From an optimization exercise on the open Yosys and OpenROAD flow, aimed at small area; shortcuts taken in it are not production practice.
At most, simulation tests tie the RTL to the original design; equivalence was not proved.
Function not checked in runs 1, 2, 4 and 5: the RTL went through the layout flow alone.
Power and IR drop assume default switching activity.

--- design.v ---
`default_nettype none
package dapid_pkg;
   localparam int CONTROL_HZ_DEF = 50;
   localparam int ANGLE_BITS_DEF = 16;
endpackage
`default_nettype wire
`default_nettype none
module dual_axis_pid_with_error_weighting_top #(
   parameter int CONTROL_HZ = 50,
   parameter int ANGLE_BITS = 16
) (
   input  logic        clock,
   input  logic        reset,
   input  logic        req_tvalid,
   output logic        req_tready,
   input  logic [31:0] req_tdata,
   input  logic [1:0]  req_tuser,
   output logic        rsp_tvalid,
   input  logic        rsp_tready,
   output logic [63:0] rsp_tdata,
   input  logic        csr_psel,
   input  logic        csr_penable,
   input  logic        csr_pwrite,
   input  logic [4:0]  csr_paddr,
   input  logic [31:0] csr_pwdata,
   output logic [31:0] csr_prdata,
   output logic        csr_pready
);
   localparam logic [63:0] CFG0_DEF = {16'd522, 16'd410, 16'd41, 16'd4096};
   localparam logic [63:0] CFG1_DEF = {16'd41, 16'd3277, 16'd907, 16'd410};
   localparam logic [30:0] PI_Q29   = 31'd1686629713;
   localparam logic [21:0] K_STEP   = 22'd2108287;
   localparam logic [3:0] S_E  = 4'd0;   
   localparam logic [3:0] S_K  = 4'd1;   
   localparam logic [3:0] S_PE = 4'd2;   
   localparam logic [3:0] S_KP = 4'd3;   
   localparam logic [3:0] S_LI = 4'd4;   
   localparam logic [3:0] S_KI = 4'd5;   
   localparam logic [3:0] S_E2 = 4'd6;   
   localparam logic [3:0] S_PD = 4'd7;   
   localparam logic [3:0] S_KD = 4'd8;   
   logic [5:0]  phi_q;
   logic [63:0] cfg0_q, cfg1_q, smp_q, st_q;
   logic [1:0]  i16_q, i17_q;           
   logic [29:0] resr_q, resy_q;         
   logic        rsp_valid_q, rst_pend_q;
   logic [2:0]  seen_q;
   logic        busy_q, run_q, axis_q, zero_q;
   logic [3:0]  step_q;
   logic [5:0]  cyc_q;
   logic [19:0] x_q, acc_q;
   logic        above_q, far_q, clamp_q, stk_q;
   logic [2:0]  d3_q;
   logic [4:0]  dl_q;
   logic        ec_q, exd_q, o2d_q, t3c_q, c1_q, c2_q, c3_q, c4_q, ic_q;
   logic        m1c_q, m2c_q, td_q, sc_q;
   logic [5:0] phi_n, prel, prel_n;
   assign phi_n  = phi_q + 6'd1;
   assign prel   = {phi_q[5] ^ axis_q, phi_q[4:0]};
   assign prel_n = {phi_n[5] ^ axis_q, phi_n[4:0]};
   logic [5:0] st_start, st_last;
   always_comb begin
      case (step_q)
         S_E:     begin st_start = 6'd0;  st_last = 6'd19; end
         S_K:     begin st_start = 6'd20; st_last = 6'd41; end
         S_PE:    begin st_start = 6'd62; st_last = 6'd50; end
         S_KP:    begin st_start = 6'd0;  st_last = 6'd41; end
         S_LI:    begin st_start = 6'd44; st_last = 6'd19; end
         S_KI:    begin st_start = 6'd16; st_last = 6'd41; end
         S_E2:    begin st_start = 6'd0;  st_last = 6'd19; end
         S_PD:    begin st_start = 6'd20; st_last = 6'd50; end
         default: begin st_start = 6'd32; st_last = 6'd41; end
      endcase
   end
   logic [5:0] nx_start;
   always_comb begin
      case (step_q)
         S_E:     nx_start = 6'd20;
         S_K:     nx_start = 6'd62;
         S_PE:    nx_start = 6'd0;
         S_KP:    nx_start = 6'd44;
         S_LI:    nx_start = 6'd16;
         S_KI:    nx_start = 6'd0;
         S_E2:    nx_start = 6'd20;
         S_PD:    nx_start = 6'd32;
         default: nx_start = 6'd0;
      endcase
   end
   logic last, done;
   logic st_e, st_k, st_pe, st_kp, st_li, st_ki, st_e2, st_pd, st_kd;
   assign last  = run_q && (cyc_q == st_last);
   assign st_e  = run_q && (step_q == S_E);
   assign st_k  = run_q && (step_q == S_K);
   assign st_pe = run_q && (step_q == S_PE);
   assign st_kp = run_q && (step_q == S_KP);
   assign st_li = run_q && (step_q == S_LI);
   assign st_ki = run_q && (step_q == S_KI);
   assign st_e2 = run_q && (step_q == S_E2);
   assign st_pd = run_q && (step_q == S_PD);
   assign st_kd = run_q && (step_q == S_KD);
   assign done  = last && (step_q == S_KD) && axis_q;
   logic c0, clt16, c15, c16, c17, c18;
   assign c0    = (cyc_q == 6'd0);
   assign clt16 = (cyc_q[5:4] == 2'd0);
   assign c15   = (cyc_q == 6'd15);
   assign c16   = (cyc_q == 6'd16);
   assign c17   = (cyc_q == 6'd17);
   assign c18   = (cyc_q == 6'd18);
   logic [1:0] cmd;
   logic       req_acc, tick_go, wr_a, wr_b;
   assign cmd = req_tuser;
   always_comb begin
      case (cmd)
         2'd0:    req_tready = !busy_q && (phi_q == 6'd63);
         2'd1:    req_tready = !busy_q && (phi_q == 6'd31);
         2'd2:    req_tready = !busy_q && (phi_q == 6'd15);
         default: req_tready = !busy_q && !rsp_valid_q;
      endcase
   end
   assign req_acc = req_tvalid && req_tready;
   assign wr_a    = req_acc && (cmd != 2'd3);
   assign wr_b    = req_acc && (cmd == 2'd2);
   assign tick_go = req_acc && (cmd == 2'd3) && (seen_q == 3'b111);
   logic [2:0] idx;
   logic       ring1, rd_al, wr_al, wc0, wc1, is_tol;
   logic [1:0] blk;
   assign idx = csr_paddr[4:2];
   always_comb begin
      case (idx)
         3'd0:    begin ring1 = 1'b0; blk = 2'd0; end
         3'd1:    begin ring1 = 1'b0; blk = 2'd1; end
         3'd2:    begin ring1 = 1'b0; blk = 2'd2; end
         3'd3:    begin ring1 = 1'b1; blk = 2'd2; end
         3'd4:    begin ring1 = 1'b1; blk = 2'd3; end
         3'd5:    begin ring1 = 1'b1; blk = 2'd0; end
         3'd6:    begin ring1 = 1'b0; blk = 2'd3; end
         default: begin ring1 = 1'b1; blk = 2'd1; end
      endcase
   end
   assign is_tol = (idx[2:1] == 2'b11);
   assign rd_al  = (phi_q[3:0] == 4'd0)  && (phi_q[5:4] == blk);
   assign wr_al  = (phi_q[3:0] == 4'd15) && (phi_q[5:4] == blk - 2'd1);
   assign csr_pready = csr_pwrite ? wr_al : rd_al;
   assign wc0 = csr_psel && csr_penable && csr_pwrite && wr_al && !ring1;
   assign wc1 = csr_psel && csr_penable && csr_pwrite && wr_al && ring1;
   logic [15:0] rd_lo, wdat, def0_blk, def1_blk;
   logic        restore;
   assign restore = rst_pend_q && (phi_q[3:0] == 4'd15);
   always_comb begin
      case (phi_q[5:4])
         2'd0:    begin def0_blk = CFG0_DEF[31:16]; def1_blk = CFG1_DEF[31:16]; end
         2'd1:    begin def0_blk = CFG0_DEF[47:32]; def1_blk = CFG1_DEF[47:32]; end
         2'd2:    begin def0_blk = CFG0_DEF[63:48]; def1_blk = CFG1_DEF[63:48]; end
         default: begin def0_blk = CFG0_DEF[15:0];  def1_blk = CFG1_DEF[15:0];  end
      endcase
   end
   assign rd_lo      = ring1 ? cfg1_q[15:0] : cfg0_q[15:0];
   assign csr_prdata = {{16{rd_lo[15]}}, rd_lo};
   assign wdat       = {csr_pwdata[15] && !is_tol, csr_pwdata[14:0]};
   logic tgt_b, meas_b, e_b, e_c;
   assign tgt_b  = smp_q[16];
   assign meas_b = smp_q[0];
   assign e_c    = c0 ? 1'b1 : ec_q;
   assign e_b    = tgt_b ^ !meas_b ^ e_c;
   logic ex, tl, e2, tld, t3, t3cin, a1s, a2s, a3s, a4s;
   logic c1in, c2in, c3in, c4in;
   assign ex    = clt16 ? e_b : x_q[19];
   assign tl    = clt16 && (axis_q ? cfg1_q[48] : cfg0_q[48]);
   assign e2    = !c0 && exd_q;
   assign tld   = !c0 && o2d_q;
   assign t3cin = !c0 && t3c_q;
   assign t3    = tl ^ tld ^ t3cin;
   assign c1in  = c0 ? 1'b1 : c1_q;
   assign c2in  = !c0 && c2_q;
   assign c3in  = c0 ? 1'b1 : c3_q;
   assign c4in  = !c0 && c4_q;
   assign a1s   = tl ^ !ex ^ c1in;
   assign a2s   = tl ^ ex ^ c2in;
   assign a3s   = t3 ^ !e2 ^ c3in;
   assign a4s   = t3 ^ e2 ^ c4in;
   logic ep_b, ep_op, e_op, d_b, dcin;
   assign ep_b  = st_q[28] && !zero_q;
   assign e_op  = clt16 ? e_b : exd_q;
   assign ep_op = clt16 ? ep_b : o2d_q;
   assign dcin  = c0 ? 1'b1 : c1_q;
   assign d_b   = e_op ^ !ep_op ^ dcin;
   logic        gtap, s_in, sgn, rnd, mul_on, o_b;
   logic [19:0] pp;
   logic [20:0] msum;
   logic        kbit, pibit;
   assign gtap   = axis_q ? cfg1_q[0] : cfg0_q[0];
   assign kbit   = (cyc_q < 6'd22) && K_STEP[cyc_q[4:0]];
   assign pibit  = (cyc_q < 6'd31) && PI_Q29[cyc_q[4:0]];
   assign mul_on = st_k || st_pe || st_pd || st_kp || st_ki || st_kd;
   always_comb begin
      if (st_k)                     s_in = kbit;
      else if (st_pe || st_pd)      s_in = pibit;
      else if (st_kp || st_ki || st_kd) s_in = clt16 && gtap;
      else                          s_in = 1'b0;
   end
   assign sgn  = (st_kp || st_ki || st_kd) && c15;
   assign rnd  = ((st_pe || st_pd) && (cyc_q == 6'd27)) ||
                 (st_k && (cyc_q == 6'd24) && x_q[19] && stk_q);
   assign pp   = {20{s_in}} & (x_q ^ {20{sgn}});
   logic        mcin;
   logic [21:0] msum_x;
   assign mcin   = (s_in && sgn) || rnd;
   assign msum_x = {acc_q[19], acc_q, mcin} + {pp[19], pp, mcin};
   assign msum   = msum_x[21:1];
   assign o_b  = msum[0];
   logic ib, isum, icin, ihi;
   assign ihi  = (cyc_q == 6'd40) ? i16_q[axis_q] : i17_q[axis_q];
   assign ib   = !zero_q && ((cyc_q < 6'd40) ? st_q[0] : ihi);
   assign icin = (cyc_q != 6'd24) && ic_q;
   assign isum = ib ^ o_b ^ icin;
   logic lv;
   assign lv = !clamp_q && st_q[0];
   logic x1s, q50;
   assign x1s = dl_q[0] ^ dl_q[3] ^ m1c_q;
   assign q50 = x1s ^ dl_q[4] ^ m2c_q;
   logic acc_win, term, tw, tdin, s_old, sadd, scin;
   assign acc_win = (st_kp || st_ki || st_kd) && (cyc_q >= 6'd12);
   assign term    = st_kd ? q50 : o_b;
   assign tdin    = (cyc_q != 6'd12) && td_q;
   assign tw      = !above_q ? 1'b0 : (far_q ? tdin : term);
   assign s_old   = !st_kp && (axis_q ? resy_q[0] : resr_q[0]);
   assign scin    = (cyc_q != 6'd12) && sc_q;
   assign sadd    = tw ^ s_old ^ scin;
   logic x_sh, x_in;
   always_comb begin
      x_sh = 1'b0;
      x_in = x_q[19];
      if (st_e) begin
         x_sh = 1'b1;
         x_in = clt16 ? e_b : x_q[19];
      end else if (st_e2) begin
         x_sh = 1'b1;
         x_in = clt16 ? d_b : (c16 ? d_b : x_q[19]);
      end else if (st_li) begin
         x_sh = 1'b1;
         if (clt16)    x_in = lv;
         else if (c16) x_in = clamp_q || i16_q[axis_q];
         else if (c17) x_in = i17_q[axis_q];
         else          x_in = x_q[19];
      end else if ((st_pe || st_pd) && (cyc_q >= 6'd31)) begin
         x_sh = 1'b1;
         x_in = d3_q[2];
      end
   end
   always_ff @(posedge clock) begin
      phi_q <= reset ? 6'd0 : phi_n;
      for (int j = 0; j < 64; j++) begin
         cfg0_q[j] <= cfg0_q[(j+1)%64];
         cfg1_q[j] <= cfg1_q[(j+1)%64];
      end
      if (reset) begin
         cfg0_q[15:0] <= CFG0_DEF[15:0];
         cfg1_q[15:0] <= CFG1_DEF[15:0];
      end else begin
         if (wc0)          cfg0_q[15:0] <= wdat;
         else if (restore) cfg0_q[15:0] <= def0_blk;
         if (wc1)          cfg1_q[15:0] <= wdat;
         else if (restore) cfg1_q[15:0] <= def1_blk;
      end
      rst_pend_q <= reset || (rst_pend_q && (phi_q != 6'd63));
      for (int j = 0; j < 64; j++) begin
         if (j < 16 && wr_a)                 smp_q[j] <= req_tdata[j%16];
         else if (j >= 32 && j < 48 && wr_b) smp_q[j] <= req_tdata[16 + (j%16)];
         else                                smp_q[j] <= smp_q[(j+1)%64];
      end
      for (int j = 0; j < 63; j++) st_q[j] <= st_q[j+1];
      if (st_e2 && clt16)                            st_q[27] <= e_b;
      if (st_k && cyc_q >= 6'd24 && cyc_q < 6'd40)   st_q[63] <= isum;
      else if (st_li && clt16)                       st_q[63] <= lv;
      else                                           st_q[63] <= st_q[0];
      if (st_k && cyc_q == 6'd40) i16_q[axis_q] <= isum;
      if (st_k && cyc_q == 6'd41) i17_q[axis_q] <= isum;
      if (st_li && c16)           i16_q[axis_q] <= clamp_q || i16_q[axis_q];
      if (reset) begin
         busy_q      <= 1'b0;
         run_q       <= 1'b0;
         axis_q      <= 1'b0;
         step_q      <= S_E;
         cyc_q       <= 6'd0;
         seen_q      <= 3'b000;
         rsp_valid_q <= 1'b0;
         zero_q      <= 1'b1;
      end else begin
         if (req_acc) begin
            case (cmd)
               2'd0: seen_q[0] <= 1'b1;
               2'd1: seen_q[1] <= 1'b1;
               2'd2: seen_q[2] <= 1'b1;
               default: ;
            endcase
         end
         if (done)             rsp_valid_q <= 1'b1;
         else if (rsp_tready)  rsp_valid_q <= 1'b0;
         if (done) zero_q <= 1'b0;
         if (tick_go) begin
            busy_q <= 1'b1;
            axis_q <= 1'b0;
            step_q <= S_E;
            cyc_q  <= 6'd0;
            run_q  <= (phi_n == 6'd0);
         end else if (busy_q) begin
            if (!run_q) begin
               cyc_q <= 6'd0;
               run_q <= (prel_n == st_start);
            end else if (last) begin
               cyc_q <= 6'd0;
               if (step_q == S_KD) begin
                  step_q <= S_E;
                  if (axis_q) begin
                     busy_q <= 1'b0;
                     run_q  <= 1'b0;
                  end else begin
                     axis_q <= 1'b1;
                     run_q  <= 1'b0;
                  end
               end else begin
                  step_q <= step_q + 4'd1;
                  run_q  <= (prel_n == nx_start);
               end
            end else begin
               cyc_q <= cyc_q + 6'd1;
            end
         end
      end
      if (x_sh) x_q <= {x_in, x_q[19:1]};
      acc_q <= (mul_on && !last) ? msum[20:1] : 20'd0;
      d3_q  <= {d3_q[1:0], o_b};
      ec_q  <= (tgt_b & !meas_b) | (tgt_b & e_c) | (!meas_b & e_c);
      if (st_e) begin
         o2d_q <= tl;
         c1_q  <= (tl & !ex) | (tl & c1in) | (!ex & c1in);
         if (c18) begin
            above_q <= x_q[19] ? a2s : a1s;
            far_q   <= x_q[19] ? a4s : a3s;
         end
      end else if (st_e2) begin
         o2d_q <= ep_op;
         c1_q  <= (e_op & !ep_op) | (e_op & dcin) | (!ep_op & dcin);
      end
      t3c_q <= (tl & tld) | (tl & t3cin) | (tld & t3cin);
      c2_q  <= (tl & ex) | (tl & c2in) | (ex & c2in);
      c3_q  <= (t3 & !e2) | (t3 & c3in) | (!e2 & c3in);
      c4_q  <= (t3 & e2) | (t3 & c4in) | (e2 & c4in);
      exd_q <= ex;
      ic_q  <= (ib & o_b) | (ib & icin) | (o_b & icin);
      td_q  <= term;
      sc_q  <= (tw & s_old) | (tw & scin) | (s_old & scin);
      if (st_k) begin
         if (cyc_q < 6'd24)      stk_q <= (!c0 && stk_q) || o_b;
         else if (cyc_q < 6'd40) stk_q <= (cyc_q != 6'd24 && stk_q) || isum;
         if (cyc_q == 6'd41)
            clamp_q <= (!isum && i16_q[axis_q] && stk_q) || (isum && !i16_q[axis_q]);
      end
      dl_q  <= {dl_q[3:0], o_b};
      m1c_q <= (dl_q[0] & dl_q[3]) | (dl_q[0] & m1c_q) | (dl_q[3] & m1c_q);
      m2c_q <= (x1s & dl_q[4]) | (x1s & m2c_q) | (dl_q[4] & m2c_q);
      if (acc_win) begin
         if (axis_q) resy_q <= {sadd, resy_q[29:1]};
         else        resr_q <= {sadd, resr_q[29:1]};
      end
   end
   assign rsp_tvalid = rsp_valid_q;
   assign rsp_tdata  = {resy_q[29], resy_q[29], resy_q, resr_q[29], resr_q[29], resr_q};
endmodule
`default_nettype wire
--- flow/run.sh ---
#!/bin/bash
# Standard ORFS layout with the smallest port buffer cell and a leaner clock tree:
# larger sink clusters, one buffer type and no dummy loads.
set -euo pipefail
export BUFFER_PORTS_ARGS="-buffer_cell sky130_fd_sc_hd__buf_1"
export CTS_ARGS="-sink_clustering_enable -repair_clock_nets -dont_use_dummy_load -sink_clustering_size 22 -sink_clustering_max_diameter 60 -buf_list sky130_fd_sc_hd__clkbuf_8"
bash standard.sh > standard.log 2>&1
--- standard.sh ---
#!/bin/bash
# synth_recipe.tcl (not shown) runs the flow's synth.tcl, then flattens the netlist and writes it again
# the make line also repeats each setting of config.mk as NAME=value (left out here)
make -C /OpenROAD-flow-scripts/flow DESIGN_CONFIG=/design/flow/config.mk WORK_HOME=/design/flow/orfs CLKGATE_MAP_FILE= SYNTH_SCRIPT=/design/flow/synth_recipe.tcl "${@:-finish}"
--- config.mk ---
export PLATFORM = sky130hd
export DESIGN_NAME = dual_axis_pid_with_error_weighting_top
export DESIGN_NICKNAME = dual_axis_pid_with_error_weighting_top
export VERILOG_FILES = /design/flow/design.v
export SDC_FILE = /design/flow/constraint.sdc
export NUM_CORES = 4
export LEC_CHECK = 0
export CAP_MARGIN = 20
export CORE_MARGIN = 2
export CORE_UTILIZATION = 40
export PLACE_DENSITY = 0.6
export SLEW_MARGIN = 20
--- constraint.sdc ---
create_clock -name core_clock -period 11.0 [get_ports {clock}]
set_input_delay 2.2000 -clock core_clock [delete_from_list [all_inputs] [get_ports {clock}]]
set_output_delay 2.2000 -clock core_clock [all_outputs]
set_load 0.01 [all_outputs]
==> results.tsv, run 1 <==
metric	value	unit
status	finished clean	
hold_class	register to register	
gr-total-overflow	0	
gp_congestion	0.818	
core.rowCount	70	
comb_power_share	0.032	
yosys.area_share.simple	0.113	
setup.worst_path.class	primary input to output port	
final_nets	1534	
fin_skew	67.7	ps
final-hold-violation-count	0	
slew_headroom	0.319	
fin_tns_setup	0	ps
critPathCaptureType	output port	
ys_ff_latch	420	
p_leak	6.11	nW
synthMuxAreaShare	0.0544	
yosysTopAreaCell	dfxtp_1	
routed_wl	27300	um
netlist_instances	1261	
cp.arrival	3620	ps
initial_core_util	0.408	
dr.pass1.iters	6	
synth_compound_area_frac	0.0810	
synth-adder-area-share	0.0611	
port_buffers	158	
ys.flop_type	dfxtp_1	
power.share.sequential	0.683	
finalSetupViolations	0	
fmax	172	MHz
drtIter0Drc	360	
max_slew.worst_pin.slew	1020	ps
clockBufferDepth	3	
antennaDiodeCount	0	
final_common_cell	dfxtp_1	
yosysTopAreaCellShare	0.444	
grt_pass1_wl	44900	um
synth_top_family_by_area	simple AND/OR/NAND/NOR gates	
dieArea	39000	sq um
ctsResizeCount	0	
post-route-min-period	5820	ps
final_area	16300	sq um
antenna_found_initial	0	
slew_violations	0	
cts_max_level	1	
hold_buffers	0	
final_cell_mix	332 x dfxtp_1, 157 x buf_1, 108 x nor2_1, 88 x edfxtp_1, 65 x nand2_1	
nFillCells	3381	
power	2.41	mW
die_x	197	um
instances_no_fill	1857	
placed_cells	1827	
seqCellArea	9290	sq um
async_flop_share	0	
drive_above_1_share	0.0886	
fp.coreArea	36700	sq um
synth_edf_count	88	
io_pins	177	
internal-power	1.92	mW
synth_xor_area_frac	0.0304	
cts_tree	done	
dieHeight	197	um
synth_area_per_cell	11.9	sq um
cts_root_buffer	clkbuf_8	
cts.sinks	420	
power_frac_clock	0.285	
sw_frac_of_total	0.206	
syn2layout_area_growth	8.67	%
wl_per_cell	14.7	um
ys_seq_area_frac	0.621	
dp_hpwl	18200	um
crit_required	8800	ps
post-route-util	0.443	
dpl_cell_area	15800	sq um
multi_input_area	5100	sq um
finalCritPeriodShare	0.529	
clk_latency	600	ps
yosys-top-cells-area	dfxtp_1 44%, edfxtp_1 18%, ha_1 4.4%	
r2r_slack	5380	ps
netlist_area	15000	sq um
synth_cell_type_count	76	
routed_via_density	4.90	
powerDensity	148	nW/um^2
vdd_drop_max	0.108	mV
rsz0062_at_grt	false	
p_sw	497	uW
cp_max_fo	20	
postRouteAntennaNets	0	
numCtsBuffers	30	
syn_nets	1404	
vias	9098	
yosysWarnings	1	
postCtsSetupBuffers	0	
grt_usage	0.141	
max-cap-violations	0	
grt_pass1_vias	8955	
grt_max_degree	48	
cp-start-kind	primary input	
drc_errors	0	
path_clk_slew	120	ps
## metal layers
metal	vias to the layer above	GRT usage	share of wire
met5	-	0	0
met4	0	0.0337	0.017
met3	33	0.0227	0.042
met2	159	0.225	0.45
met1	4367	0.200	0.49
li1	4539	-	-
## synth_stat cells (all sizes together) (8+ instances only)
library cell and instances:
xor2 36, nor3 31, ha 53, clkbuf 25, edfxtp 88, o21ai 37, nor2 109, nor3b 8
dfxtp 332, a21o 8, fa 12, mux2i 16, a21oi 61, nand2b 13, and2 8, inv 56
a211oi 20, buf 43, nor2b 20, mux2 56, nand4 11, xnor2 15, nand3 41, and3 12
nand2 65
## flip-flops by register name, indices dropped and copies added, names as in the netlist, 5 cells and up, named ones only
signal	flops
acc_q	20
cfg0_q	64
cfg1_q	64
cyc_q	6
dl_q	5
phi_q	6
resr_q	30
resy_q	30
smp_q	64
st_q	64
x_q	20
## path summary, 6_finish.rpt
| kind | to | depth (start not counted) | startpoint |
|---|---|---|---|
| setup / recovery | csr_prdata[22] | 5 | csr_paddr[3] |
| hold / removal | st_q[45] | 0 | st_q[46] |
| setup reg to reg | acc_q[18] | 18 | cyc_q[1] |
| hold reg to reg | st_q[45] | 0 | st_q[46] |
## layout make-up
type                       count  share of cell area
sequential                   420               0.571
inverter                      57              0.0132
clock buffer                  30              0.0254
timing repair buffer         166              0.0403
tap                          468              0.0360
multi-input combinational    716               0.314
## critical path: stages
cell     delay [ps]
buf_1           200
mux2i_2         240
buf_4           310
mux2_2          490
buf_1           170
## stage by stage
stage	setup slack, ps	hold WS (ps)
6_report	5180	290
5_1_grt	5010	284
4_1_cts	5160	288
3_5_place_dp	5170	312
3_3_place_gp	5160	310
2_1_floorplan	5320	310
## cell families after synthesis
family | count (synthesis)
buffers and inverters | 125
AO/OA/AOI/OAI | 184
adder cells (fa/ha/maj) | 66
AND/OR/NAND/NOR | 342
flip-flops | 420
XOR/XNOR | 51
multiplexers | 73
## power groups by stage
stage / combinational [mW] / clock, mW / sequential (mW)
floorplan: 0.0549 / 0 / 1.68
global placement: 0.0757 / 0 / 1.68
detailed placement: 0.0776 / 0 / 1.68
CTS: 0.0782 / 0.728 / 1.65
global route: 0.0868 / 0.776 / 1.66
finish: 0.0769 / 0.687 / 1.65
==> run 2, diff against run 1 <==
==> flow/run.sh (replaced) <==
#!/bin/bash
# Standard ORFS layout with the smallest port buffer cell and a leaner clock tree:
# larger sink clusters, one buffer type and no dummy loads.
set -euo pipefail
export BUFFER_PORTS_ARGS="-buffer_cell sky130_fd_sc_hd__buf_1"
export CTS_ARGS="-sink_clustering_enable -repair_clock_nets -dont_use_dummy_load -sink_clustering_size 10 -sink_clustering_max_diameter 40 -buf_list sky130_fd_sc_hd__clkbuf_4"
bash standard.sh > standard.log 2>&1
==> run 2 against run 1 <==
Compared with the run above: highest routed layer unchanged; design area grew 0.20%; still clean; die area is the same; synthesized cell count is the same; total power grew 0.93%.
==> results.tsv, run 2 <==
metric	value	unit	change
drc_errors	0		unchanged
ys_seq_area_frac	0.621		unchanged
r2r-start	cyc_q[1]		unchanged
yosysTopAreaCell	dfxtp_1		unchanged
p_leak	6.17	nW	was 6.11 nW
cp.arrival	3620	ps	about the same
yosysWarnings	1		unchanged
post-route-min-period	5820	ps	about the same
initial_core_util	0.408		unchanged
finalSetupViolations	0		unchanged
vias	9294		was 9098
setup.worst_path.class	primary input to output port		unchanged
netlist_area	15000	sq um	unchanged
clockBufferDepth	3		unchanged
whs_path_depth	0		unchanged
slew_headroom	0.330		was 0.319
drtIter0Drc	414		was 360
grt_pass1_wl	45900	um	was 44900 um
cts_tree	done		unchanged
path_clk_slew	90	ps	was 120 ps
antenna_found_initial	1		was 0
ctsResizeCount	0		unchanged
fp.coreArea	36700	sq um	unchanged
nFillCells	3400		was 3381
dr.pass1.iters	4		was 6
grt_max_degree	48		unchanged
drive_above_1_share	0.107		was 0.0886
wl_per_cell	14.7	um	about the same
synth_commonest_cells	332 x dfxtp_1, 108 x nor2_1, 88 x edfxtp_1		unchanged
yosysTopAreaCellShare	0.444		unchanged
gp_congestion	0.818		unchanged
hold_class	register to register		unchanged
final_area	16300	sq um	about the same
port_buffers	158		unchanged
startpoint	csr_paddr[3]		unchanged
instances_no_fill	1887		was 1857
cts_max_level	2		was 1
hold-worst-slack	263	ps	was 290 ps
final_cell_mix	332 x dfxtp_1, 157 x buf_1, 108 x nor2_1, 88 x edfxtp_1, 65 x nand2_1		unchanged
dp_hpwl	18200	um	unchanged
ff2ff_path_depth	18		unchanged
final_common_cell	dfxtp_1		unchanged
rsz0062_at_grt	false		unchanged
postRouteAntennaNets	0		unchanged
fmax	172	MHz	about the same
slew_violations	0		unchanged
max-cap-violations	0		unchanged
max_slew.worst_pin.slew	1000	ps	was 1020 ps
postCtsSetupBuffers	0		unchanged
final-hold-violation-count	0		unchanged
syn_nets	1404		unchanged
multi_input_area	5100	sq um	unchanged
clk_latency	780	ps	was 600 ps
io_pins	177		unchanged
hold_start	smp_q[31]		was st_q[46]
dieHeight	197	um	unchanged
synth_area_per_cell	11.9	sq um	unchanged
vdd_drop_max	0.102	mV	was 0.108 mV
fin_tns_setup	0	ps	unchanged
finalCritPeriodShare	0.530		was 0.529
critPathCaptureType	output port		unchanged
synth_cell_type_count	76		unchanged
yosys-top-cells-area	dfxtp_1 44%, edfxtp_1 18%, ha_1 4.4%		unchanged
cts_root_buffer	clkbuf_4		was clkbuf_8
grt_pass1_vias	9222		was 8955
final_nets	1563		was 1534
die_x	197	um	unchanged
core.rowCount	70		unchanged
synth_most_common_cell	dfxtp_1		unchanged
async_flop_share	0		unchanged
hold_buffers	0		unchanged
grt_usage	0.147		was 0.141
fin_skew	110	ps	was 67.7 ps
routed_wl	27700	um	was 27300 um
dieArea	39000	sq um	unchanged
crit_required	8800	ps	about the same
routed_via_density	4.93		was 4.90
place_ws	5170	ps	unchanged
status	finished clean		unchanged
ys.flop_type	dfxtp_1		unchanged
cp_max_fo	20		unchanged
dpl_cell_area	15800	sq um	unchanged
gr-total-overflow	0		unchanged
netlist_instances	1261		unchanged
synth_edf_count	88		unchanged
placed_cells	1827		unchanged
ys_ff_latch	420		unchanged
cts.sinks	420		unchanged
numCtsBuffers	59		was 30
syn2layout_area_growth	8.88	%	was 8.67%
cp-start-kind	primary input		unchanged
powerDensity	149	nW/um^2	was 148 nW/um^2
fin_ws	5180	ps	about the same
seqCellArea	9290	sq um	unchanged
## run 2: cell counts after synthesis
Identical to the previous run, type by type.
## run 2: final timing paths
path | endpoint | slack [ps]
max | csr_prdata[22] | 5180
min | smp_q[30] | 260
max reg2reg | acc_q[18] | 5450
min reg2reg | smp_q[30] | 260
## run 2: worst max-delay path: stages
cell and delay (ps):
buf_1 200, mux2i_2 240, buf_4 320, mux2_2 490, buf_1 170
## run 2: cells by family after synthesis
family,Yosys count,synth area share
flip-flops,420,0.621
AND/OR/NAND/NOR,342,0.113
AO/OA/AOI/OAI,184,0.0810
buffers and inverters,125,0.0391
multiplexers,73,0.0544
adder cells (fa/ha/maj),66,0.0611
XOR/XNOR,51,0.0304
## run 2: through the flow
stage | power, mW | util
4_1_cts | 2.49 | 0.444
5_1_grt | 2.57 | 0.444
3_3_place_gp | 1.76 | 0.432
3_5_place_dp | 1.76 | 0.432
6_report | 2.43 | 0.444
2_1_floorplan | 1.73 | -
## run 2: per-layer routing
metal,track usage,wire length [um],vias up
met1,0.201,13200,4397
met3,0.0348,1430,60
met2,0.224,12400,216
met5,0,0,-
li1,-,-,4621
met4,0.0590,696,0
## run 2: final cells by class
type | count | share of cell area
Tap cell | 468 | 0.0360
Sequential cell | 420 | 0.570
Clock buffer | 59 | 0.0272
Inverter | 57 | 0.0132
Antenna cell | 1 | 0.000154
Timing Repair Buffer | 166 | 0.0402
Multi-Input combinational cell | 716 | 0.313
## run 2: report_power, final
group	internal [mW]	switching, mW	leakage (nW)
clock	0.244	0.465	0.271
combinational	0.0404	0.0365	2.40
sequential	1.63	0.0171	3.50
total	1.92	0.518	6.17
==> run 3, diff against run 2 <==
--- a/design.v
+++ b/design.v
@@ -31,4 +31,6 @@
    localparam logic [30:0] PI_Q29   = 31'd1686629713;
    localparam logic [21:0] K_STEP   = 22'd2108287;
+   localparam logic [63:0] K64      = {42'd0, K_STEP};
+   localparam logic [63:0] PI64     = {33'd0, PI_Q29};
    localparam logic [3:0] S_E  = 4'd0;   
    localparam logic [3:0] S_K  = 4'd1;   
@@ -56,5 +58,15 @@
    logic        m1c_q, m2c_q, td_q, sc_q;
    logic [5:0] phi_n, prel, prel_n;
-   assign phi_n  = phi_q + 6'd1;
+   logic [5:0] phi_c, cyc_c, cyc_n;
+   assign phi_c[0] = 1'b1;
+   assign cyc_c[0] = 1'b1;
+   for (genvar i = 0; i < 6; i++) begin : g_inc
+      assign phi_n[i] = phi_q[i] ^ phi_c[i];
+      assign cyc_n[i] = cyc_q[i] ^ cyc_c[i];
+      if (i < 5) begin : g_c
+         assign phi_c[i+1] = phi_q[i] & phi_c[i];
+         assign cyc_c[i+1] = cyc_q[i] & cyc_c[i];
+      end
+   end
    assign prel   = {phi_q[5] ^ axis_q, phi_q[4:0]};
    assign prel_n = {phi_n[5] ^ axis_q, phi_n[4:0]};
@@ -107,4 +119,9 @@
    assign c17   = (cyc_q == 6'd17);
    assign c18   = (cyc_q == 6'd18);
+   logic clt24, clt40, cge12, cge31;
+   assign clt24 = !cyc_q[5] && !(cyc_q[4] && cyc_q[3]);
+   assign clt40 = !(cyc_q[5] && (cyc_q[4] || cyc_q[3]));
+   assign cge12 = cyc_q[5] || cyc_q[4] || (cyc_q[3] && cyc_q[2]);
+   assign cge31 = cyc_q[5] || (&cyc_q[4:0]);
    logic [1:0] cmd;
    logic       req_acc, tick_go, wr_a, wr_b;
@@ -124,21 +141,21 @@
    logic [2:0] idx;
    logic       ring1, rd_al, wr_al, wc0, wc1, is_tol;
-   logic [1:0] blk;
+   logic [1:0] blk, wblk;
    assign idx = csr_paddr[4:2];
    always_comb begin
       case (idx)
-         3'd0:    begin ring1 = 1'b0; blk = 2'd0; end
-         3'd1:    begin ring1 = 1'b0; blk = 2'd1; end
-         3'd2:    begin ring1 = 1'b0; blk = 2'd2; end
-         3'd3:    begin ring1 = 1'b1; blk = 2'd2; end
-         3'd4:    begin ring1 = 1'b1; blk = 2'd3; end
-         3'd5:    begin ring1 = 1'b1; blk = 2'd0; end
-         3'd6:    begin ring1 = 1'b0; blk = 2'd3; end
-         default: begin ring1 = 1'b1; blk = 2'd1; end
+         3'd0:    begin ring1 = 1'b0; blk = 2'd0; wblk = 2'd3; end
+         3'd1:    begin ring1 = 1'b0; blk = 2'd1; wblk = 2'd0; end
+         3'd2:    begin ring1 = 1'b0; blk = 2'd2; wblk = 2'd1; end
+         3'd3:    begin ring1 = 1'b1; blk = 2'd2; wblk = 2'd1; end
+         3'd4:    begin ring1 = 1'b1; blk = 2'd3; wblk = 2'd2; end
+         3'd5:    begin ring1 = 1'b1; blk = 2'd0; wblk = 2'd3; end
+         3'd6:    begin ring1 = 1'b0; blk = 2'd3; wblk = 2'd2; end
+         default: begin ring1 = 1'b1; blk = 2'd1; wblk = 2'd0; end
       endcase
    end
    assign is_tol = (idx[2:1] == 2'b11);
    assign rd_al  = (phi_q[3:0] == 4'd0)  && (phi_q[5:4] == blk);
-   assign wr_al  = (phi_q[3:0] == 4'd15) && (phi_q[5:4] == blk - 2'd1);
+   assign wr_al  = (phi_q[3:0] == 4'd15) && (phi_q[5:4] == wblk);
    assign csr_pready = csr_pwrite ? wr_al : rd_al;
    assign wc0 = csr_psel && csr_penable && csr_pwrite && wr_al && !ring1;
@@ -190,6 +207,6 @@
    logic        kbit, pibit;
    assign gtap   = axis_q ? cfg1_q[0] : cfg0_q[0];
-   assign kbit   = (cyc_q < 6'd22) && K_STEP[cyc_q[4:0]];
-   assign pibit  = (cyc_q < 6'd31) && PI_Q29[cyc_q[4:0]];
+   assign kbit   = K64[cyc_q];
+   assign pibit  = PI64[cyc_q];
    assign mul_on = st_k || st_pe || st_pd || st_kp || st_ki || st_kd;
    always_comb begin
@@ -204,12 +221,18 @@
    assign pp   = {20{s_in}} & (x_q ^ {20{sgn}});
    logic        mcin;
-   logic [21:0] msum_x;
-   assign mcin   = (s_in && sgn) || rnd;
-   assign msum_x = {acc_q[19], acc_q, mcin} + {pp[19], pp, mcin};
-   assign msum   = msum_x[21:1];
+   logic [20:0] ma, mb;
+   logic [21:0] mc;
+   assign mcin = (s_in && sgn) || rnd;
+   assign ma   = {acc_q[19], acc_q};
+   assign mb   = {pp[19], pp};
+   assign mc[0] = mcin;
+   for (genvar i = 0; i < 21; i++) begin : g_madd
+      assign msum[i]  = ma[i] ^ mb[i] ^ mc[i];
+      assign mc[i+1]  = (ma[i] & mb[i]) | (ma[i] & mc[i]) | (mb[i] & mc[i]);
+   end
    assign o_b  = msum[0];
    logic ib, isum, icin, ihi;
    assign ihi  = (cyc_q == 6'd40) ? i16_q[axis_q] : i17_q[axis_q];
-   assign ib   = !zero_q && ((cyc_q < 6'd40) ? st_q[0] : ihi);
+   assign ib   = !zero_q && (!clt40 ? ihi : st_q[0]);
    assign icin = (cyc_q != 6'd24) && ic_q;
    assign isum = ib ^ o_b ^ icin;
@@ -220,5 +243,5 @@
    assign q50 = x1s ^ dl_q[4] ^ m2c_q;
    logic acc_win, term, tw, tdin, s_old, sadd, scin;
-   assign acc_win = (st_kp || st_ki || st_kd) && (cyc_q >= 6'd12);
+   assign acc_win = (st_kp || st_ki || st_kd) && cge12;
    assign term    = st_kd ? q50 : o_b;
    assign tdin    = (cyc_q != 6'd12) && td_q;
@@ -243,5 +266,5 @@
          else if (c17) x_in = i17_q[axis_q];
          else          x_in = x_q[19];
-      end else if ((st_pe || st_pd) && (cyc_q >= 6'd31)) begin
+      end else if ((st_pe || st_pd) && cge31) begin
          x_sh = 1'b1;
          x_in = d3_q[2];
@@ -271,5 +294,5 @@
       for (int j = 0; j < 63; j++) st_q[j] <= st_q[j+1];
       if (st_e2 && clt16)                            st_q[27] <= e_b;
-      if (st_k && cyc_q >= 6'd24 && cyc_q < 6'd40)   st_q[63] <= isum;
+      if (st_k && !clt24 && clt40)                   st_q[63] <= isum;
       else if (st_li && clt16)                       st_q[63] <= lv;
       else                                           st_q[63] <= st_q[0];
@@ -324,5 +347,5 @@
                end
             end else begin
-               cyc_q <= cyc_q + 6'd1;
+               cyc_q <= cyc_n;
             end
          end
@@ -352,6 +375,6 @@
       sc_q  <= (tw & s_old) | (tw & scin) | (s_old & scin);
       if (st_k) begin
-         if (cyc_q < 6'd24)      stk_q <= (!c0 && stk_q) || o_b;
-         else if (cyc_q < 6'd40) stk_q <= (cyc_q != 6'd24 && stk_q) || isum;
+         if (clt24)              stk_q <= (!c0 && stk_q) || o_b;
+         else if (clt40)         stk_q <= (cyc_q != 6'd24 && stk_q) || isum;
          if (cyc_q == 6'd41)
             clamp_q <= (!isum && i16_q[axis_q] && stk_q) || (isum && !i16_q[axis_q]);
==> run 3 against run 2 <==
Compared with the run above: still clean on timing, DRC and antenna; cell count is 7.0% lower; maximum frequency is 43% lower; sequential share of layout area is 1.9 points higher; global-route usage is 0.87 points lower; routed wire length is 8.7% lower; synthesized area is 3.6% lower; worst setup slack worse by 4300 ps; critical endpoint is now acc_q[18].
==> results.tsv, run 3 <==
metric	value	unit	change
crit_required	11680	ps	was 8800 ps
cp-start-kind	register		was primary input
hold_buffers	0		unchanged
synth_most_common_cell	dfxtp_1		unchanged
final-hold-violation-count	0		unchanged
grt_pass1_vias	8383		was 9222
port_buffers	158		unchanged
synth_area_per_cell	12.7	sq um	was 11.9 sq um
cp_max_fo	23		was 20
place_ws	827	ps	was 5170 ps
syn2layout_area_growth	9.44	%	was 8.88%
final_common_cell	dfxtp_1		unchanged
critPathCaptureType	register		was output port
r2r_slack	840	ps	was 5450 ps
cp.arrival	10840	ps	was 3620 ps
p_leak	6.10	nW	was 6.17 nW
path_clk_slew	100	ps	was 90 ps
dp_hpwl	16700	um	was 18200 um
slew_violations	0		unchanged
ys_ff_latch	420		unchanged
fin_tns_setup	0	ps	unchanged
drc_errors	0		unchanged
vdd_drop_max	0.102	mV	about the same
status	finished clean		unchanged
clk_latency	780	ps	about the same
hold_class	register to register		unchanged
final_area	15800	sq um	was 16300 sq um
placed_cells	1695		was 1827
fmax	98.5	MHz	was 172 MHz
max_slew.worst_pin.slew	884	ps	was 1000 ps
initial_core_util	0.405		was 0.408
postRouteAntennaNets	0		unchanged
async_flop_share	0		unchanged
dr.pass1.iters	5		was 4
yosys-top-cells-area	dfxtp_1 46%, edfxtp_1 18%, fa_1 4.4%		was dfxtp_1 44%, edfxtp_1 18%, ha_1 4.4%
dpl_cell_area	15300	sq um	was 15800 sq um
routed_via_density	4.75		was 4.93
routed_wl	25300	um	was 27700 um
ys.flop_type	dfxtp_1		unchanged
drive_above_1_share	0.115		was 0.107
wl_per_cell	14.4	um	was 14.7 um
grt_usage	0.138		was 0.147
gp_congestion	0.836		was 0.818
fin_ws	844	ps	was 5180 ps
yosysTopAreaCellShare	0.461		was 0.444
post-route-min-period	10160	ps	was 5820 ps
netlist_area	14400	sq um	was 15000 sq um
syn_nets	1282		was 1404
io_pins	177		unchanged
slew_headroom	0.409		was 0.330
max-cap-violations	0		unchanged
dieArea	37600	sq um	was 39000 sq um
grt_max_degree	49		was 48
finalSetupViolations	0		unchanged
yosysTopAreaCell	dfxtp_1		unchanged
powerDensity	154	nW/um^2	was 149 nW/um^2
synth_edf_count	88		unchanged
antenna_found_initial	1		unchanged
die_x	194	um	was 197 um
dieHeight	194	um	was 197 um
final_nets	1443		was 1563
multi_input_area	4610	sq um	was 5100 sq um
core.rowCount	69		was 70
ctsResizeCount	0		unchanged
synth_commonest_cells	332 x dfxtp_1, 88 x edfxtp_1, 80 x nor2_1		was 332 x dfxtp_1, 108 x nor2_1, 88 x edfxtp_1
yosysWarnings	1		unchanged
synth_cell_type_count	76		unchanged
drtIter0Drc	397		was 414
cts.sinks	420		unchanged
netlist_instances	1133		was 1261
fp.coreArea	35600	sq um	was 36700 sq um
finalCritPeriodShare	0.923		was 0.530
cts_tree	done		unchanged
instances_no_fill	1754		was 1887
vias	8333		was 9294
seqCellArea	9290	sq um	unchanged
rsz0062_at_grt	false		unchanged
cts_root_buffer	clkbuf_4		unchanged
postCtsSetupBuffers	0		unchanged
setup.worst_path.class	register to register		was primary input to output port
gr-total-overflow	0		unchanged
grt_pass1_wl	42300	um	was 45900 um
clockBufferDepth	3		unchanged
numCtsBuffers	57		was 59
final_cell_mix	332 x dfxtp_1, 157 x buf_1, 88 x edfxtp_1, 80 x nor2_1, 57 x clkbuf_4		was 332 x dfxtp_1, 157 x buf_1, 108 x nor2_1, 88 x edfxtp_1, 65 x nand2_1
ys_seq_area_frac	0.644		was 0.621
fin_skew	124	ps	was 110 ps
post-route-util	0.444		about the same
nFillCells	3328		was 3400
cts_max_level	2		unchanged
==> run 3: routing by layer <==
layer | routed length, um | vias up | global-route usage
li1 | - | 4132 | -
met1 | 11800 | 3881 | 0.187
met2 | 10800 | 264 | 0.207
met3 | 1930 | 56 | 0.0376
met4 | 701 | 0 | 0.0609
met5 | 0 | - | 0
==> run 3: report_power, final <==
part           internal, mW  total, mW  switching (mW)
combinational        0.0427     0.0829          0.0402
sequential             1.63       1.65          0.0168
clock                 0.236      0.698           0.461
==> run 3: final timing paths <==
check             cells past startpoint      start        end
setup / recovery                     27  step_q[3]  acc_q[18]
hold / removal                        0   st_q[41]   st_q[40]
setup reg to reg                     27  step_q[3]  acc_q[18]
hold reg to reg                       0   st_q[41]   st_q[40]
==> run 3: final cells by class <==
class	instances	area share
Antenna cell	1	0.000159
Clock buffer	57	0.0271
Inverter	47	0.0112
Multi-Input combinational cell	597	0.292
Sequential cell	420	0.589
Tap cell	461	0.0366
Timing Repair Buffer	171	0.0441
==> run 3: stage by stage <==
step	power [mW]	hold WS, ps
floorplan	1.74	310
global placement	1.77	311
finish	2.43	302
global route	2.55	305
CTS	2.48	306
detailed placement	1.77	312
==> run 3: critical path, cell delays in order, from the launching register on <==
cell,delay (ps)
dfxtp_1,830
and3b_1,390
o21bai_1,190
nand3_1,120
or2_2,360
buf_4,240
xor2_1,160
nor2_1,70
fa_1,420
fa_1,400
fa_1,400
fa_1,410
fa_1,400
fa_1,400
fa_1,390
fa_1,390
fa_1,380
fa_1,390
fa_1,400
fa_1,390
fa_1,390
fa_1,420
fa_1,400
fa_1,390
fa_1,390
fa_1,430
fa_1,430
and2_1,140
==> run 3: cells by family after synthesis <==
kind of cell | count (synthesis) | synth area share
fa+ha+maj | 72 | 0.0790
mux | 69 | 0.0544
compound gates | 143 | 0.0638
buf+inv | 116 | 0.0373
flops | 420 | 0.644
xor+xnor | 39 | 0.0247
simple gates | 274 | 0.0964
==> run 4, diff against run 3 <==
--- a/design.v
+++ b/design.v
@@ -85,18 +85,4 @@
       endcase
    end
-   logic [5:0] nx_start;
-   always_comb begin
-      case (step_q)
-         S_E:     nx_start = 6'd20;
-         S_K:     nx_start = 6'd62;
-         S_PE:    nx_start = 6'd0;
-         S_KP:    nx_start = 6'd44;
-         S_LI:    nx_start = 6'd16;
-         S_KI:    nx_start = 6'd0;
-         S_E2:    nx_start = 6'd20;
-         S_PD:    nx_start = 6'd32;
-         default: nx_start = 6'd0;
-      endcase
-   end
    logic last, done;
    logic st_e, st_k, st_pe, st_kp, st_li, st_ki, st_e2, st_pd, st_kd;
@@ -162,6 +148,11 @@
    assign wc1 = csr_psel && csr_penable && csr_pwrite && wr_al && ring1;
    logic [15:0] rd_lo, wdat, def0_blk, def1_blk;
-   logic        restore;
+   logic        restore, ld0, ld1;
+   logic [15:0] bus0, bus1;
    assign restore = rst_pend_q && (phi_q[3:0] == 4'd15);
+   assign ld0  = reset || restore || wc0;
+   assign ld1  = reset || restore || wc1;
+   assign bus0 = reset ? CFG0_DEF[15:0] : (wc0 ? wdat : def0_blk);
+   assign bus1 = reset ? CFG1_DEF[15:0] : (wc1 ? wdat : def1_blk);
    always_comb begin
       case (phi_q[5:4])
@@ -202,5 +193,5 @@
    assign dcin  = c0 ? 1'b1 : c1_q;
    assign d_b   = e_op ^ !ep_op ^ dcin;
-   logic        gtap, s_in, sgn, rnd, mul_on, o_b;
+   logic        gtap, s_in, rnd, mul_on, o_b, gsgn_q;
    logic [19:0] pp;
    logic [20:0] msum;
@@ -213,15 +204,14 @@
       if (st_k)                     s_in = kbit;
       else if (st_pe || st_pd)      s_in = pibit;
-      else if (st_kp || st_ki || st_kd) s_in = clt16 && gtap;
+      else if (st_kp || st_ki || st_kd) s_in = clt16 ? gtap : gsgn_q;
       else                          s_in = 1'b0;
    end
-   assign sgn  = (st_kp || st_ki || st_kd) && c15;
    assign rnd  = ((st_pe || st_pd) && (cyc_q == 6'd27)) ||
                  (st_k && (cyc_q == 6'd24) && x_q[19] && stk_q);
-   assign pp   = {20{s_in}} & (x_q ^ {20{sgn}});
+   assign pp   = {20{s_in}} & x_q;
    logic        mcin;
    logic [20:0] ma, mb;
    logic [21:0] mc;
-   assign mcin = (s_in && sgn) || rnd;
+   assign mcin = rnd;
    assign ma   = {acc_q[19], acc_q};
    assign mb   = {pp[19], pp};
@@ -277,13 +267,6 @@
          cfg1_q[j] <= cfg1_q[(j+1)%64];
       end
-      if (reset) begin
-         cfg0_q[15:0] <= CFG0_DEF[15:0];
-         cfg1_q[15:0] <= CFG1_DEF[15:0];
-      end else begin
-         if (wc0)          cfg0_q[15:0] <= wdat;
-         else if (restore) cfg0_q[15:0] <= def0_blk;
-         if (wc1)          cfg1_q[15:0] <= wdat;
-         else if (restore) cfg1_q[15:0] <= def1_blk;
-      end
+      if (ld0) cfg0_q[15:0] <= bus0;
+      if (ld1) cfg1_q[15:0] <= bus1;
       rst_pend_q <= reset || (rst_pend_q && (phi_q != 6'd63));
       for (int j = 0; j < 64; j++) begin
@@ -344,5 +327,5 @@
                end else begin
                   step_q <= step_q + 4'd1;
-                  run_q  <= (prel_n == nx_start);
+                  run_q  <= (step_q == S_E) || (step_q == S_K) || (step_q == S_E2);
                end
             end else begin
@@ -371,4 +354,5 @@
       c4_q  <= (t3 & e2) | (t3 & c4in) | (e2 & c4in);
       exd_q <= ex;
+      if (c15) gsgn_q <= gtap;
       ic_q  <= (ib & o_b) | (ib & icin) | (o_b & icin);
       td_q  <= term;
--- a/config.mk
+++ b/config.mk
@@ -6,4 +6,5 @@
 export NUM_CORES = 4
 export LEC_CHECK = 0
+export ABC_AREA = 1
 export CAP_MARGIN = 20
 export CORE_MARGIN = 2
==> run 4 against run 3 <==
Compared with the run above: synthesized area decreased by 0.96%; total power shrank 0.78%; clock-buffer cell count is 5 lower; routed wire length grew 1.3%; critical endpoint unchanged; cell count increased by 12%; still clean on timing, DRC and antenna; critical path type unchanged; non-clock buffer count is 5 lower; clock power down 5.6%; die area decreased by 0.94%.
==> results.tsv, run 4 <==
metric	value	unit	change
status	finished clean		unchanged
syn2layout_area_growth	9.10	%	was 9.44%
final_area	15600	sq um	was 15800 sq um
slowest_stage	fa_1		was dfxtp_1
fin_skew	58.8	ps	was 124 ps
dp_hpwl	17700	um	was 16700 um
synth-adder-area-share	0.0773		was 0.0790
final_common_cell	dfxtp_1		unchanged
drtIter0Drc	564		was 397
hold-worst-slack	278	ps	was 302 ps
path_buf_inv	3		was 1
netlist_area	14300	sq um	was 14400 sq um
gr-total-overflow	0		unchanged
dpl_cell_area	15200	sq um	was 15300 sq um
hold_buffers	0		unchanged
grt_pass1_vias	8517		was 8383
vias	8890		was 8333
syn_nets	1480		was 1282
dr.pass1.iters	5		unchanged
ys_seq_area_frac	0.646		was 0.644
slew_violations	0		unchanged
synth_area_per_cell	10.7	sq um	was 12.7 sq um
yosysTopAreaCell	dfxtp_1		unchanged
finalSetupViolations	0		unchanged
holdPathEnd	smp_q[19]		was st_q[40]
power	2.41	mW	was 2.43 mW
timing.rr.end	acc_q[18]		unchanged
fin_tns_setup	0	ps	unchanged
dieArea	37200	sq um	was 37600 sq um
place_ws	1390	ps	was 827 ps
max_slew.worst_pin.slew	883	ps	was 884 ps
ys.flop_type	dfxtp_1		unchanged
antenna_found_initial	1		unchanged
grt_usage	0.141		was 0.138
synth_top_family_by_area	simple AND/OR/NAND/NOR gates		unchanged
post-route-min-period	9630	ps	was 10160 ps
use_met3	0.0395		was 0.0376
final_cell_mix	327 x dfxtp_1, 244 x nand2_1, 187 x inv_1, 158 x buf_1, 94 x nor2_1		was 332 x dfxtp_1, 157 x buf_1, 88 x edfxtp_1, 80 x nor2_1, 57 x clkbuf_4
crit_path_frequent_cell	fa_1		unchanged
synthMuxAreaShare	0.000701		was 0.0544
cts.sinks	416		was 420
postRouteAntennaNets	0		unchanged
grtUsageMet2	0.213		was 0.207
crit_required	11630	ps	was 11680 ps
r2r_slack	1370	ps	was 840 ps
synth_commonest_cells	327 x dfxtp_1, 244 x nand2_1, 187 x inv_1		was 332 x dfxtp_1, 88 x edfxtp_1, 80 x nor2_1
cts_max_level	2		unchanged
core.rowCount	69		unchanged
placed_cells	1910		was 1695
initial_core_util	0.403		was 0.405
ff2ff_path_depth	31		was 27
critPathCaptureType	register		unchanged
post-route-util	0.440		was 0.444
routed_via_density	4.53		was 4.75
yosysWarnings	1		unchanged
final_nets	1650		was 1443
cp.arrival	10260	ps	was 10840 ps
slew_headroom	0.410		was 0.409
instances_no_fill	1963		was 1754
finalCritPeriodShare	0.875		was 0.923
cp_max_fo	18		was 23
wl_per_cell	13.0	um	was 14.4 um
routed_wl	25600	um	was 25300 um
fmax	104	MHz	was 98.5 MHz
clockBufferDepth	3		unchanged
setup.worst_path.class	register to register		unchanged
rsz0062_at_grt	false		unchanged
hold_start	smp_q[20]		was st_q[41]
io_pins	177		unchanged
yosys.area_share.simple	0.141		was 0.0964
synth_compound_area_frac	0.0529		was 0.0638
cts_root_buffer	clkbuf_4		unchanged
grt.met1_usage	0.195		was 0.187
async_flop_share	0		unchanged
yosys-top-cells-area	dfxtp_1 46%, edfxtp_1 19%, nand2_1 6.4%		was dfxtp_1 46%, edfxtp_1 18%, fa_1 4.4%
synth_xor_area_frac	0.00614		was 0.0247
synth_cell_type_count	48		was 76
drive_above_1_share	0.0753		was 0.115
grt_pass1_wl	41900	um	was 42300 um
r2r-start	step_q[0]		was step_q[3]
cp-start-kind	register		unchanged
postCtsSetupBuffers	0		unchanged
dieHeight	193	um	was 194 um
synth_edf_count	89		was 88
fp.coreArea	35400	sq um	was 35600 sq um
powerDensity	155	nW/um^2	was 154 nW/um^2
nFillCells	3395		was 3328
p_leak	6.62	nW	was 6.10 nW
hold_class	register to register		unchanged
cts_tree	done		unchanged
die_x	193	um	was 194 um
grt.busiest_layer	met2		unchanged
fin_ws	1370	ps	was 844 ps
yosysTopAreaCellShare	0.459		was 0.461
clk_latency	710	ps	was 780 ps
slowest_delay	490	ps	was 830 ps
synth_most_common_cell	dfxtp_1		unchanged
cp.depth	31		was 27
whs_path_depth	0		unchanged
critPathTopFamily	adder cells		unchanged
grt_max_degree	34		was 49
vdd_drop_max	0.101	mV	was 0.102 mV
path_clk_slew	110	ps	was 100 ps
numCtsBuffers	52		was 57
ys_ff_latch	416		was 420
gp_congestion	0.886		was 0.836
netlist_instances	1333		was 1133
max-cap-violations	0		unchanged
final-hold-violation-count	0		unchanged
port_buffers	158		unchanged
drc_errors	0		unchanged
ctsResizeCount	0		unchanged
run 4: changes by cell type after synthesis, sizes merged, moves of 25 or more:
cell	previous run	this run
nand2	56	249
and2	29	0
mux2	55	0
nor2	80	115
inv	47	197
o21ai	28	81
nand4	8	33
run 4: power breakdown:
part / total [mW] / internal (mW) / leakage (nW) / switching [mW]
Clock: 0.659 / 0.217 / 0.239 / 0.442
Sequential: 1.66 / 1.63 / 3.50 / 0.0228
Combinational: 0.0939 / 0.0336 / 2.88 / 0.0603
Total: 2.41 / 1.88 / 6.62 / 0.525
run 4: kinds of logic (layout without fill, tap and decap cells):
logic type,after synthesis,after routing
adder cells (fa/ha/maj),69,69
flip-flops,416,416
AO/OA/AOI/OAI,136,136
XOR/XNOR,10,10
other,0,1
buffers and inverters,250,418
multiplexers,1,1
AND/OR/NAND/NOR,451,451
run 4: worst reg2reg max path, delay by kind of cell, from the launching register on:
| family | cells | cell delay, ps |
|---|---|---|
| fa+ha+maj | 20 | 7840 |
| simple gates | 8 | 1020 |
| flops | 1 | 440 |
| buf+inv | 3 | 240 |
run 4: final cells by class:
type,count,area [sq um],share of cell area
Sequential cell,416,9220,0.592
Multi-Input combinational cell,667,3980,0.256
Inverter,200,751,0.0482
Timing Repair Buffer,166,653,0.0419
Tap cell,461,577,0.0370
Clock buffer,52,390,0.0251
Antenna cell,1,2.50,0.000161
run 4: metal layers:
layer,share of wire,up-vias
met5,0,-
met2,0.42,275
li1,-,4522
met3,0.080,50
met4,0.022,0
met1,0.47,4043
run 4: worst max-delay path by stage:
stage | from | to | slack, ps
4_1_cts | step_q[0] | acc_q[18] | 1350
2_1_floorplan | cyc_q[1] | acc_q[18] | 1890
3_5_place_dp | cyc_q[1] | acc_q[18] | 1390
5_1_grt | step_q[0] | acc_q[18] | 930
3_3_place_gp | cyc_q[1] | acc_q[18] | 1520
6_report | step_q[0] | acc_q[18] | 1370
==> run 5, diff against run 4 <==
--- a/config.mk
+++ b/config.mk
@@ -6,5 +6,4 @@
 export NUM_CORES = 4
 export LEC_CHECK = 0
-export ABC_AREA = 1
 export CAP_MARGIN = 20
 export CORE_MARGIN = 2
==> run 5 against run 4 <==
Compared with the run above: sequential share of layout area down 0.18 points; sequential cell count stayed put; register-to-register slack got worse by 690 ps; clock-buffer cell count up 4; utilization is 0.13 points higher; clock power increased by 3.5%; worst hold slack improved by 13 ps; clock skew up 3.2 ps; still clean on timing, DRC and antenna; cell count down 9.5%; design area up 0.31%; synthesized cell count down 13%; combinational power shrank 9.5%; critical path type unchanged.
==> results.tsv, run 5 <==
metric	value	unit	change
cp-start-kind	register		unchanged
max-cap-violations	0		unchanged
drtIter0Drc	518		was 564
syn2layout_area_growth	8.97	%	was 9.10%
final_common_cell	dfxtp_1		unchanged
yosysTopAreaCell	dfxtp_1		unchanged
ys.flop_type	dfxtp_1		unchanged
clk_latency	750	ps	was 710 ps
gp_congestion	0.873		was 0.886
dieHeight	193	um	about the same
grt_usage	0.142		was 0.141
routed_via_density	4.93		was 4.53
gr-total-overflow	0		unchanged
synth_compound_area_frac	0.0734		was 0.0529
core.rowCount	69		unchanged
die_x	193	um	about the same
synth-adder-area-share	0.0770		was 0.0773
initial_core_util	0.405		was 0.403
slew_violations	0		unchanged
critPathTopFamily	adder cells		unchanged
post-route-min-period	10320	ps	was 9630 ps
port_buffers	158		unchanged
place_ws	699	ps	was 1390 ps
hold-worst-slack	291	ps	was 278 ps
critPathCaptureType	register		unchanged
p_leak	5.98	nW	was 6.62 nW
dp_hpwl	17500	um	was 17700 um
yosys.area_share.simple	0.120		was 0.141
numCtsBuffers	56		was 52
fin_skew	61.9	ps	was 58.8 ps
cp_max_fo	16		was 18
rsz0062_at_grt	false		unchanged
synth_most_common_cell	dfxtp_1		unchanged
cts.sinks	416		unchanged
postCtsSetupBuffers	0		unchanged
synth_xor_area_frac	0.00611		was 0.00614
postRouteAntennaNets	0		unchanged
drive_above_1_share	0.0913		was 0.0753
r2r_slack	680	ps	was 1370 ps
ctsResizeCount	0		unchanged
synth_top_family_by_area	simple AND/OR/NAND/NOR gates		unchanged
hold_class	register to register		unchanged
finalSetupViolations	0		unchanged
fin_tns_setup	0	ps	unchanged
path_buf_inv	2		was 3
slowest_delay	660	ps	was 490 ps
crit_required	11630	ps	about the same
crit_path_frequent_cell	fa_1		unchanged
nFillCells	3330		was 3395
antenna_found_initial	1		unchanged
synth_cell_type_count	75		was 48
netlist_area	14300	sq um	about the same
hold_buffers	0		unchanged
dieArea	37400	sq um	was 37200 sq um
ys_ff_latch	416		unchanged
netlist_instances	1163		was 1333
synth_commonest_cells	327 x dfxtp_1, 116 x nand2_1, 89 x edfxtp_1		was 327 x dfxtp_1, 244 x nand2_1, 187 x inv_1
syn_nets	1310		was 1480
fmax	96.9	MHz	was 104 MHz
vias	8756		was 8890
wl_per_cell	14.8	um	was 13.0 um
ys_seq_area_frac	0.643		was 0.646
grt_max_degree	41		was 34
path_clk_slew	80	ps	was 110 ps
cp.arrival	10950	ps	was 10260 ps
yosys-top-cells-area	dfxtp_1 46%, edfxtp_1 19%, fa_1 4.5%		was dfxtp_1 46%, edfxtp_1 19%, nand2_1 6.4%
clockBufferDepth	3		unchanged
vdd_drop_max	0.0919	mV	was 0.101 mV
synth_edf_count	89		unchanged
routed_wl	26200	um	was 25600 um
synthMuxAreaShare	0.0396		was 0.000701
finalCritPeriodShare	0.938		was 0.875
io_pins	177		unchanged
final_cell_mix	327 x dfxtp_1, 158 x buf_1, 116 x nand2_1, 89 x edfxtp_1, 56 x clkbuf_4		was 327 x dfxtp_1, 244 x nand2_1, 187 x inv_1, 158 x buf_1, 94 x nor2_1
synth_area_per_cell	12.3	sq um	was 10.7 sq um
grt_pass1_vias	8505		was 8517
async_flop_share	0		unchanged
status	finished clean		unchanged
final-hold-violation-count	0		unchanged
cts_root_buffer	clkbuf_4		unchanged
fp.coreArea	35400	sq um	unchanged
cts_max_level	2		unchanged
max_slew.worst_pin.slew	942	ps	was 883 ps
slew_headroom	0.363		was 0.410
drc_errors	0		unchanged
yosysWarnings	1		unchanged
final_nets	1463		was 1650
grt_pass1_wl	43700	um	was 41900 um
yosysTopAreaCellShare	0.457		was 0.459
dr.pass1.iters	5		unchanged
fin_ws	682	ps	was 1370 ps
powerDensity	154	nW/um^2	was 155 nW/um^2
cts_tree	done		unchanged
setup.worst_path.class	register to register		unchanged
slowest_stage	dfxtp_1		was fa_1
post-route-util	0.441		was 0.440
run 5: cell types whose count changed in the layout (fill, tap and decap cells not counted), moves of 17 or more:
| cell | previous run | this run |
|---|---|---|
| a21oi_1 | 28 | 50 |
| and2_1 | 0 | 47 |
| inv_1 | 187 | 48 |
| mux2_2 | 0 | 35 |
| nand2_1 | 244 | 116 |
| nand4_1 | 31 | 6 |
| nor2_1 | 94 | 47 |
| nor2_2 | 18 | 1 |
| nor3_1 | 7 | 25 |
| o21ai_0 | 63 | 21 |
| o21ai_1 | 17 | 0 |
run 5: path summary, 6_finish.rpt:
path	startpoint	endpoint	cells after the start
min reg2reg	st_q[38]	st_q[37]	0
min	st_q[38]	st_q[37]	0
max reg2reg	step_q[0]	acc_q[18]	28
max	step_q[0]	acc_q[18]	28
run 5: final cells by class:
cell class,count,area (sq um),area share
Sequential cell,416,9220,0.590
Multi-Input combinational cell,624,4540,0.291
Timing Repair Buffer,168,668,0.0428
Tap cell,461,577,0.0369
Clock buffer,56,420,0.0269
Inverter,50,188,0.0120
Antenna cell,2,5.00,0.000320
run 5: kinds of logic (layout without fill, tap and decap cells):
logic type      after synthesis  after routing
mux                          51             51
other cells                   0              2
xor+xnor                     10             10
buf+inv                     123            274
compound gates              155            155
fa+ha+maj                    69             69
flops                       416            416
simple gates                339            339
run 5: worst reg2reg max path: cells and delay by family, from the launching register on:
kind	cells	cell delay, ps
fa+ha+maj	20	7940
flops	1	660
buf+inv	2	660
simple gates	3	500
compound gates	2	330
mux	1	160
run 5: per-stage QoR:
step | area [sq um] | total power [mW] | cells
floorplan | 14300 | 1.73 | 1163
global placement | 15200 | 1.75 | 1719
detailed placement | 15200 | 1.76 | 1719
CTS | 15600 | 2.45 | 1775
global route | 15600 | 2.52 | 1777
finish | 15600 | 2.40 | 1777
run 5: where the power goes:
group | leakage (nW) | internal [mW] | switching, mW
sequential | 3.49 | 1.62 | 0.0176
clock | 0.258 | 0.233 | 0.450
combinational | 2.24 | 0.0395 | 0.0455
total | 5.98 | 1.89 | 0.513
run 5: per-layer routing:
| metal | vias up | GRT usage | wire length (um) |
|---|---|---|---|
| li1 | 4249 | - | - |
| met1 | 4163 | 0.201 | 12700 |
| met2 | 294 | 0.206 | 10900 |
| met3 | 50 | 0.0392 | 2010 |
| met4 | 0 | 0.0557 | 614 |
| met5 | - | 0 | 0 |

port drivers added, routing unchanged:
No port has a modelled driver above. Below, the same layouts with a new extraction and two added sets of constraints.
Step 1 sets driving cells, clkbuf_16 on the clock port and buf_2 on the other inputs (assumed; they add their load-dependent delay and slew).
Step 2 adds t to the input delays and takes it off the output delays; t is the mean of the earliest and latest rising clock arrival at the registers after step 1. Input paths then give back, and output paths get back, about the clock's delay inside the block.
a / b / c = ideal ports / drivers / drivers and shift; a / b = the first two.
| run | t (ns) | slack for setup (ns) | hold WS [ns] | worst setup path at the end |
|---|---|---|---|---|
| run 1 | 0.625 | 5.179 / 5.153 / 5.153 | 0.290 / 0.290 / 0.290 | input to output |
| run 2 | 0.777 | 5.175 / 5.149 / 5.149 | 0.263 / 0.263 / 0.263 | input to output |
| run 3 | 0.761 | 0.844 / 0.844 / 0.844 | 0.302 / 0.302 / 0.302 | register to register |
| run 4 | 0.724 | 1.371 / 1.371 / 1.371 | 0.278 / 0.278 / 0.278 | register to register |
| run 5 | 0.752 | 0.682 / 0.682 / 0.682 | 0.291 / 0.291 / 0.291 | register to register |
After both steps setup and hold are still met in every run listed.
